Background: an optimization exercise with open tools, aiming at small area, a short achievable clock period and few clock cycles per item. Do not read the settings as production practice. At most, simulation tests tie the RTL to the original design; equivalence was not proved. Power and IR drop assume default switching activity.

==> inputs of run D <==
==> flow/design.v <==
module xjs_seq (
	input  logic       clk,
	input  logic       arst_n,
	input  logic       req_valid,
	input  logic       req_op,
	output logic       req_ready,
	input  logic       cfg_we,
	input  logic       cfg_wdata,
	input  logic       out_free,
	output logic       out_load,
	output logic       ctrl_load,     
	output logic       ctrl_adv,      
	output logic       ctrl_acc_clr,  
	output logic       ctrl_acc_en,   
	output logic       ctrl_commit    
);
	localparam int unsigned MaskW = 256;
	localparam int unsigned BitIdxW = 8;
	localparam logic [MaskW-1:0] SHORT_MASK = {
		64'h39abdc4529b1661c, 64'ha9582618e03fc9aa,
		64'hd5a61266f0c9392c, 64'h180ec6d33cfd0aba
	};
	localparam logic [MaskW-1:0] LONG_MASK = {
		64'h39109bb02acbe635, 64'h77710069854ee241,
		64'hc5004e441c522fb3, 64'h76e15d3efefdcbbf
	};
	localparam logic OP_RESEED = 1'b0;
	localparam logic [2:0] COUNT_LAST = 3'd5;
	localparam logic [2:0] ST_IDLE = 3'b001;
	localparam logic [2:0] ST_JUMP = 3'b010;
	localparam logic [2:0] ST_DRAW = 3'b100;
	logic [2:0]         state_q;
	logic [2:0]         state_d;
	logic               sched_on_q;
	logic [2:0]         count_q;
	logic [2:0]         count_d;
	logic [2:0]         count_inc;
	logic [BitIdxW-1:0] bit_idx_q;
	logic               long_q;
	logic               long_d;
	logic               req_acc;
	logic               want_long;
	logic               want_short;
	logic               mask_bit;
	assign req_ready  = (state_q == ST_IDLE);
	assign req_acc    = req_valid && req_ready;
	assign count_inc  = (count_q == COUNT_LAST) ? 3'd0 : count_q + 3'd1;
	assign want_long  = (count_inc == 3'd0) || (count_inc == 3'd3);
	assign want_short = (count_inc == 3'd2) || (count_inc == 3'd4);
	assign mask_bit   = long_q ? LONG_MASK[bit_idx_q] : SHORT_MASK[bit_idx_q];
	always_comb begin
		state_d      = state_q;
		count_d      = count_q;
		long_d       = long_q;
		ctrl_load    = 1'b0;
		ctrl_adv     = 1'b0;
		ctrl_acc_clr = 1'b0;
		ctrl_acc_en  = 1'b0;
		ctrl_commit  = 1'b0;
		out_load     = 1'b0;
		case (state_q)
			ST_IDLE: begin
				if (req_acc) begin
					if (req_op == OP_RESEED) begin
						ctrl_load = 1'b1;
						count_d   = 3'd0;
					end else begin
						count_d = count_inc;
						if (sched_on_q && (want_long || want_short)) begin
							long_d       = want_long;
							ctrl_acc_clr = 1'b1;
							state_d      = ST_JUMP;
						end else begin
							state_d = ST_DRAW;
						end
					end
				end
			end
			ST_JUMP: begin
				ctrl_adv    = 1'b1;
				ctrl_acc_en = mask_bit;
				if (bit_idx_q == '1) begin
					ctrl_commit = 1'b1;
					state_d     = ST_DRAW;
				end
			end
			ST_DRAW: begin
				if (out_free) begin
					ctrl_adv = 1'b1;
					out_load = 1'b1;
					state_d  = ST_IDLE;
				end
			end
			default: begin
				state_d = ST_IDLE;
			end
		endcase
	end
	always_ff @(posedge clk or negedge arst_n) begin
		if (!arst_n) begin
			state_q    <= ST_IDLE;
			count_q    <= 3'd0;
			long_q     <= 1'b0;
			bit_idx_q  <= '0;
			sched_on_q <= 1'b1;
		end else begin
			state_q <= state_d;
			count_q <= count_d;
			long_q  <= long_d;
			if (state_q == ST_JUMP) begin
				bit_idx_q <= bit_idx_q + 1'b1;
			end else begin
				bit_idx_q <= '0;
			end
			if (cfg_we) begin
				sched_on_q <= cfg_wdata;
			end
		end
	end
endmodule
module xjs_step_unit (
	input  logic        clk,
	input  logic        arst_n,
	input  logic        ctrl_load,
	input  logic        ctrl_adv,
	input  logic        ctrl_acc_clr,
	input  logic        ctrl_acc_en,
	input  logic        ctrl_commit,
	input  logic [63:0] seed,
	output logic [63:0] sum
);
	localparam logic [63:0] SEED_XOR_A = 64'hdeadbeefdeadbeef;
	localparam logic [63:0] SEED_XOR_B = 64'hfeedbeeffeedbeef;
	logic [255:0] state_q;
	logic [255:0] acc_q;
	logic [255:0] acc_next;
	logic [255:0] state_adv;
	logic [63:0]  s0, s1, s2, s3;
	logic [63:0]  t2, t3;
	assign s0 = state_q[63:0];
	assign s1 = state_q[127:64];
	assign s2 = state_q[191:128];
	assign s3 = state_q[255:192];
	assign t2 = s2 ^ s0;
	assign t3 = s3 ^ s1;
	assign state_adv[63:0]    = s0 ^ t3;
	assign state_adv[127:64]  = s1 ^ t2;
	assign state_adv[191:128] = t2 ^ {s1[46:0], 17'd0};
	assign state_adv[255:192] = {t3[18:0], t3[63:19]};
	assign sum = s0 + s3;
	always_comb begin
		acc_next = acc_q;
		if (ctrl_acc_en) begin
			acc_next = acc_q ^ state_q;
		end
	end
	always_ff @(posedge clk or negedge arst_n) begin
		if (!arst_n) begin
			state_q <= '0;
		end else if (ctrl_load) begin
			state_q <= {seed ^ SEED_XOR_B, ~seed, seed ^ SEED_XOR_A, seed};
		end else if (ctrl_commit) begin
			state_q <= acc_next;
		end else if (ctrl_adv) begin
			state_q <= state_adv;
		end
	end
	always_ff @(posedge clk) begin
		if (ctrl_acc_clr) begin
			acc_q <= '0;
		end else begin
			acc_q <= acc_next;
		end
	end
endmodule
module xoshiro256plus_with_jump_schedule
(
	input  logic        clk,
	input  logic        arst_n,
	input  logic        req_valid,
	output logic        req_ready,
	input  logic        req_op,
	input  logic [63:0] req_seed,
	output logic        rsp_valid,
	input  logic        rsp_ready,
	output logic [63:0] rsp_value,
	input  logic        cfg_we,
	input  logic        cfg_wdata
);
	logic        ctrl_load;
	logic        ctrl_adv;
	logic        ctrl_acc_clr;
	logic        ctrl_acc_en;
	logic        ctrl_commit;
	logic [63:0] sum;
	logic [63:0] value_q;
	logic        valid_q;
	logic        out_load;
	logic        out_free;
	assign out_free  = !valid_q || rsp_ready;
	assign rsp_valid = valid_q;
	assign rsp_value = value_q;
	xjs_seq u_seq (
		.clk       (clk),
		.arst_n    (arst_n),
		.req_valid (req_valid),
		.req_op    (req_op),
		.req_ready (req_ready),
		.cfg_we    (cfg_we),
		.cfg_wdata (cfg_wdata),
		.out_free  (out_free),
		.out_load  (out_load),
		.ctrl_load    (ctrl_load),
		.ctrl_adv     (ctrl_adv),
		.ctrl_acc_clr (ctrl_acc_clr),
		.ctrl_acc_en  (ctrl_acc_en),
		.ctrl_commit  (ctrl_commit)
	);
	xjs_step_unit u_step (
		.clk    (clk),
		.arst_n (arst_n),
		.ctrl_load    (ctrl_load),
		.ctrl_adv     (ctrl_adv),
		.ctrl_acc_clr (ctrl_acc_clr),
		.ctrl_acc_en  (ctrl_acc_en),
		.ctrl_commit  (ctrl_commit),
		.seed   (req_seed),
		.sum    (sum)
	);
	always_ff @(posedge clk or negedge arst_n) begin
		if (!arst_n) begin
			valid_q <= 1'b0;
		end else if (out_load) begin
			valid_q <= 1'b1;
		end else if (rsp_ready) begin
			valid_q <= 1'b0;
		end
	end
	always_ff @(posedge clk) begin
		if (out_load) begin
			value_q <= sum;
		end
	end
endmodule
==> flow/run.sh <==
#!/bin/bash
# synth_recipe.tcl (not shown) runs the flow's synth.tcl, then flattens the netlist and writes it again
# the make line also repeats each setting of config.mk as NAME=value (left out here)
make -C /OpenROAD-flow-scripts/flow DESIGN_CONFIG=/design/flow/config.mk WORK_HOME=/design/flow/orfs CLKGATE_MAP_FILE= SYNTH_SCRIPT=/design/flow/synth_recipe.tcl finish
==> flow/config.mk <==
export PLATFORM = sky130hd
export DESIGN_NAME = xoshiro256plus_with_jump_schedule
export DESIGN_NICKNAME = xoshiro256plus_with_jump_schedule
export VERILOG_FILES = /design/flow/design.v
export SDC_FILE = /design/flow/constraint.sdc
export NUM_CORES = 4
export LEC_CHECK = 0
export CAP_MARGIN = 20
export CORE_MARGIN = 2
export CORE_UTILIZATION = 40
export SLEW_MARGIN = 20
==> flow/constraint.sdc <==
create_clock -name core_clock -period 5.0 [get_ports {clk}]
set_input_delay 1.0000 -clock core_clock [delete_from_list [all_inputs] [get_ports {clk}]]
set_output_delay 1.0000 -clock core_clock [all_outputs]
set_load 0.01 [all_outputs]
==> inputs of run Y, as changes to run D <==
==> flow/design.v, changed modules only <==
module xjs_seq (
	input  logic       clk,
	input  logic       arst_n,
	input  logic       req_valid,
	input  logic       req_op,
	output logic       req_ready,
	input  logic       cfg_we,
	input  logic       cfg_wdata,
	input  logic       out_free,
	output logic       out_load,
	output logic       ctrl_load,     
	output logic       ctrl_adv,      
	output logic       ctrl_jadv,     
	output logic       ctrl_acc_clr,  
	output logic [3:0] ctrl_acc_en,   
	output logic       ctrl_commit    
);
	localparam int unsigned MaskW = 256;
	localparam int unsigned BitIdxW = 8;
	localparam int unsigned STEPS = 4;   
	localparam logic [MaskW-1:0] SHORT_MASK = {
		64'h39abdc4529b1661c, 64'ha9582618e03fc9aa,
		64'hd5a61266f0c9392c, 64'h180ec6d33cfd0aba
	};
	localparam logic [MaskW-1:0] LONG_MASK = {
		64'h39109bb02acbe635, 64'h77710069854ee241,
		64'hc5004e441c522fb3, 64'h76e15d3efefdcbbf
	};
	localparam logic OP_RESEED = 1'b0;
	localparam logic [2:0] COUNT_LAST = 3'd5;
	localparam logic [2:0] ST_IDLE = 3'b001;
	localparam logic [2:0] ST_JUMP = 3'b010;
	localparam logic [2:0] ST_DRAW = 3'b100;
	logic [2:0]         state_q;
	logic [2:0]         state_d;
	logic               sched_on_q;
	logic [2:0]         count_q;
	logic [2:0]         count_d;
	logic [2:0]         count_inc;
	logic [BitIdxW-1:0] bit_idx_q;
	logic               long_q;
	logic               long_d;
	logic               req_acc;
	logic               want_long;
	logic               want_short;
	logic [STEPS-1:0]   mask_bits;
	assign req_ready  = (state_q == ST_IDLE);
	assign req_acc    = req_valid && req_ready;
	assign count_inc  = (count_q == COUNT_LAST) ? 3'd0 : count_q + 3'd1;
	assign want_long  = (count_inc == 3'd0) || (count_inc == 3'd3);
	assign want_short = (count_inc == 3'd2) || (count_inc == 3'd4);
	assign mask_bits  = long_q ? LONG_MASK[bit_idx_q +: STEPS] : SHORT_MASK[bit_idx_q +: STEPS];
	always_comb begin
		state_d      = state_q;
		count_d      = count_q;
		long_d       = long_q;
		ctrl_load    = 1'b0;
		ctrl_adv     = 1'b0;
		ctrl_jadv    = 1'b0;
		ctrl_acc_clr = 1'b0;
		ctrl_acc_en  = '0;
		ctrl_commit  = 1'b0;
		out_load     = 1'b0;
		case (state_q)
			ST_IDLE: begin
				if (req_acc) begin
					if (req_op == OP_RESEED) begin
						ctrl_load = 1'b1;
						count_d   = 3'd0;
					end else begin
						count_d = count_inc;
						if (sched_on_q && (want_long || want_short)) begin
							long_d       = want_long;
							ctrl_acc_clr = 1'b1;
							state_d      = ST_JUMP;
						end else begin
							state_d = ST_DRAW;
						end
					end
				end
			end
			ST_JUMP: begin
				ctrl_jadv   = 1'b1;
				ctrl_acc_en = mask_bits;
				if (bit_idx_q == BitIdxW'(MaskW - STEPS)) begin
					ctrl_commit = 1'b1;
					state_d     = ST_DRAW;
				end
			end
			ST_DRAW: begin
				if (out_free) begin
					ctrl_adv = 1'b1;
					out_load = 1'b1;
					state_d  = ST_IDLE;
				end
			end
			default: begin
				state_d = ST_IDLE;
			end
		endcase
	end
	always_ff @(posedge clk or negedge arst_n) begin
		if (!arst_n) begin
			state_q    <= ST_IDLE;
			count_q    <= 3'd0;
			long_q     <= 1'b0;
			bit_idx_q  <= '0;
			sched_on_q <= 1'b1;
		end else begin
			state_q <= state_d;
			count_q <= count_d;
			long_q  <= long_d;
			if (state_q == ST_JUMP) begin
				bit_idx_q <= bit_idx_q + BitIdxW'(STEPS);
			end else begin
				bit_idx_q <= '0;
			end
			if (cfg_we) begin
				sched_on_q <= cfg_wdata;
			end
		end
	end
endmodule
module xjs_step_unit (
	input  logic        clk,
	input  logic        arst_n,
	input  logic        ctrl_load,
	input  logic        ctrl_adv,
	input  logic        ctrl_jadv,
	input  logic        ctrl_acc_clr,
	input  logic [3:0]  ctrl_acc_en,
	input  logic        ctrl_commit,
	input  logic [63:0] seed,
	output logic [63:0] sum
);
	localparam logic [63:0] SEED_XOR_A = 64'hdeadbeefdeadbeef;
	localparam logic [63:0] SEED_XOR_B = 64'hfeedbeeffeedbeef;
	logic [255:0] state_q;
	logic [255:0] acc_q;
	logic [255:0] acc_next;
	logic [255:0] state_adv;
	logic [255:0] st [5];   
	function automatic logic [255:0] step(input logic [255:0] s);
		logic [63:0] s0, s1, s2, s3, t2, t3;
		s0 = s[63:0];
		s1 = s[127:64];
		s2 = s[191:128];
		s3 = s[255:192];
		t2 = s2 ^ s0;
		t3 = s3 ^ s1;
		step = {{t3[18:0], t3[63:19]}, t2 ^ {s1[46:0], 17'd0}, s1 ^ t2, s0 ^ t3};
	endfunction
	assign st[0] = state_q;
	assign st[1] = step(st[0]);
	assign st[2] = step(st[1]);
	assign st[3] = step(st[2]);
	assign st[4] = step(st[3]);
	assign state_adv = st[1];
	assign sum = state_q[63:0] + state_q[255:192];
	always_comb begin
		acc_next = acc_q;
		for (int k = 0; k < 4; k++) begin
			if (ctrl_acc_en[k]) begin
				acc_next = acc_next ^ st[k];
			end
		end
	end
	always_ff @(posedge clk or negedge arst_n) begin
		if (!arst_n) begin
			state_q <= '0;
		end else if (ctrl_load) begin
			state_q <= {seed ^ SEED_XOR_B, ~seed, seed ^ SEED_XOR_A, seed};
		end else if (ctrl_commit) begin
			state_q <= acc_next;
		end else if (ctrl_jadv) begin
			state_q <= st[4];
		end else if (ctrl_adv) begin
			state_q <= state_adv;
		end
	end
	always_ff @(posedge clk) begin
		if (ctrl_acc_clr) begin
			acc_q <= '0;
		end else begin
			acc_q <= acc_next;
		end
	end
endmodule
module xoshiro256plus_with_jump_schedule
(
	input  logic        clk,
	input  logic        arst_n,
	input  logic        req_valid,
	output logic        req_ready,
	input  logic        req_op,
	input  logic [63:0] req_seed,
	output logic        rsp_valid,
	input  logic        rsp_ready,
	output logic [63:0] rsp_value,
	input  logic        cfg_we,
	input  logic        cfg_wdata
);
	logic        ctrl_load;
	logic        ctrl_adv;
	logic        ctrl_jadv;
	logic        ctrl_acc_clr;
	logic [3:0]  ctrl_acc_en;
	logic        ctrl_commit;
	logic [63:0] sum;
	logic [63:0] value_q;
	logic        valid_q;
	logic        out_load;
	logic        out_free;
	assign out_free  = !valid_q || rsp_ready;
	assign rsp_valid = valid_q;
	assign rsp_value = value_q;
	xjs_seq u_seq (
		.clk       (clk),
		.arst_n    (arst_n),
		.req_valid (req_valid),
		.req_op    (req_op),
		.req_ready (req_ready),
		.cfg_we    (cfg_we),
		.cfg_wdata (cfg_wdata),
		.out_free  (out_free),
		.out_load  (out_load),
		.ctrl_load    (ctrl_load),
		.ctrl_adv     (ctrl_adv),
		.ctrl_jadv    (ctrl_jadv),
		.ctrl_acc_clr (ctrl_acc_clr),
		.ctrl_acc_en  (ctrl_acc_en),
		.ctrl_commit  (ctrl_commit)
	);
	xjs_step_unit u_step (
		.clk    (clk),
		.arst_n (arst_n),
		.ctrl_load    (ctrl_load),
		.ctrl_adv     (ctrl_adv),
		.ctrl_jadv    (ctrl_jadv),
		.ctrl_acc_clr (ctrl_acc_clr),
		.ctrl_acc_en  (ctrl_acc_en),
		.ctrl_commit  (ctrl_commit),
		.seed   (req_seed),
		.sum    (sum)
	);
	always_ff @(posedge clk or negedge arst_n) begin
		if (!arst_n) begin
			valid_q <= 1'b0;
		end else if (out_load) begin
			valid_q <= 1'b1;
		end else if (rsp_ready) begin
			valid_q <= 1'b0;
		end
	end
	always_ff @(posedge clk) begin
		if (out_load) begin
			value_q <= sum;
		end
	end
endmodule
==> notes <==
- Run Y ran to the end with no violations. Run D passed the timing, DRC and antenna checks.
- Between run D and run Y, the lower worst setup slack is in run Y (gap 0.54 ns).
- In critical path depth, run D and run Y do not differ.
- Worst hold slack: run D is better than run Y (0.059 ns).
- Between run D and run Y, the lower maximum frequency is in run Y (gap 13%, measured against run Y).
- Against run D, the core utilization of run Y is lower by 1.2 points.
- Power: run Y is smaller than run D (about 60%).
- Count of clock-buffer cells in the layout: run Y is higher than run D (15).
Testbench counts of run Y, summed over its fixed seeds: cycles 51,328, draws 1,160.
For run D, only the layout was checked, not whether the RTL still works.

static timing again, ports no longer ideal:
In the flow no input, the clock included, has a driving cell. The finished layouts below were timed again as built, in two steps.
Step 1 (the two cells are an assumption about what drives the block):
set clk [get_ports {clk}]
set_driving_cell -lib_cell sky130_fd_sc_hd__clkbuf_16 $clk
set_driving_cell -lib_cell sky130_fd_sc_hd__buf_2 [delete_from_list [all_inputs] $clk]
Step 2 adds t to the input delays and takes it off the output delays; t is the mean of the earliest and latest rising clock arrival at the registers after step 1. Input paths then give back, and output paths get back, about the clock's delay inside the block.
a / b / c = no drivers / after step 1 / after step 2; a / b = the first two.
| run | shift t [ns] | slack for setup (ns) | worst hold slack (ns) |
|---|---|---|---|
| run D | 0.659 | 0.824 / 0.824 / 0.824 | 0.419 / 0.414 / 0.504 |
| run Y | 0.796 | 0.280 / 0.280 / 0.280 | 0.361 / 0.328 / 0.517 |
After both steps setup and hold are still met in every run listed.
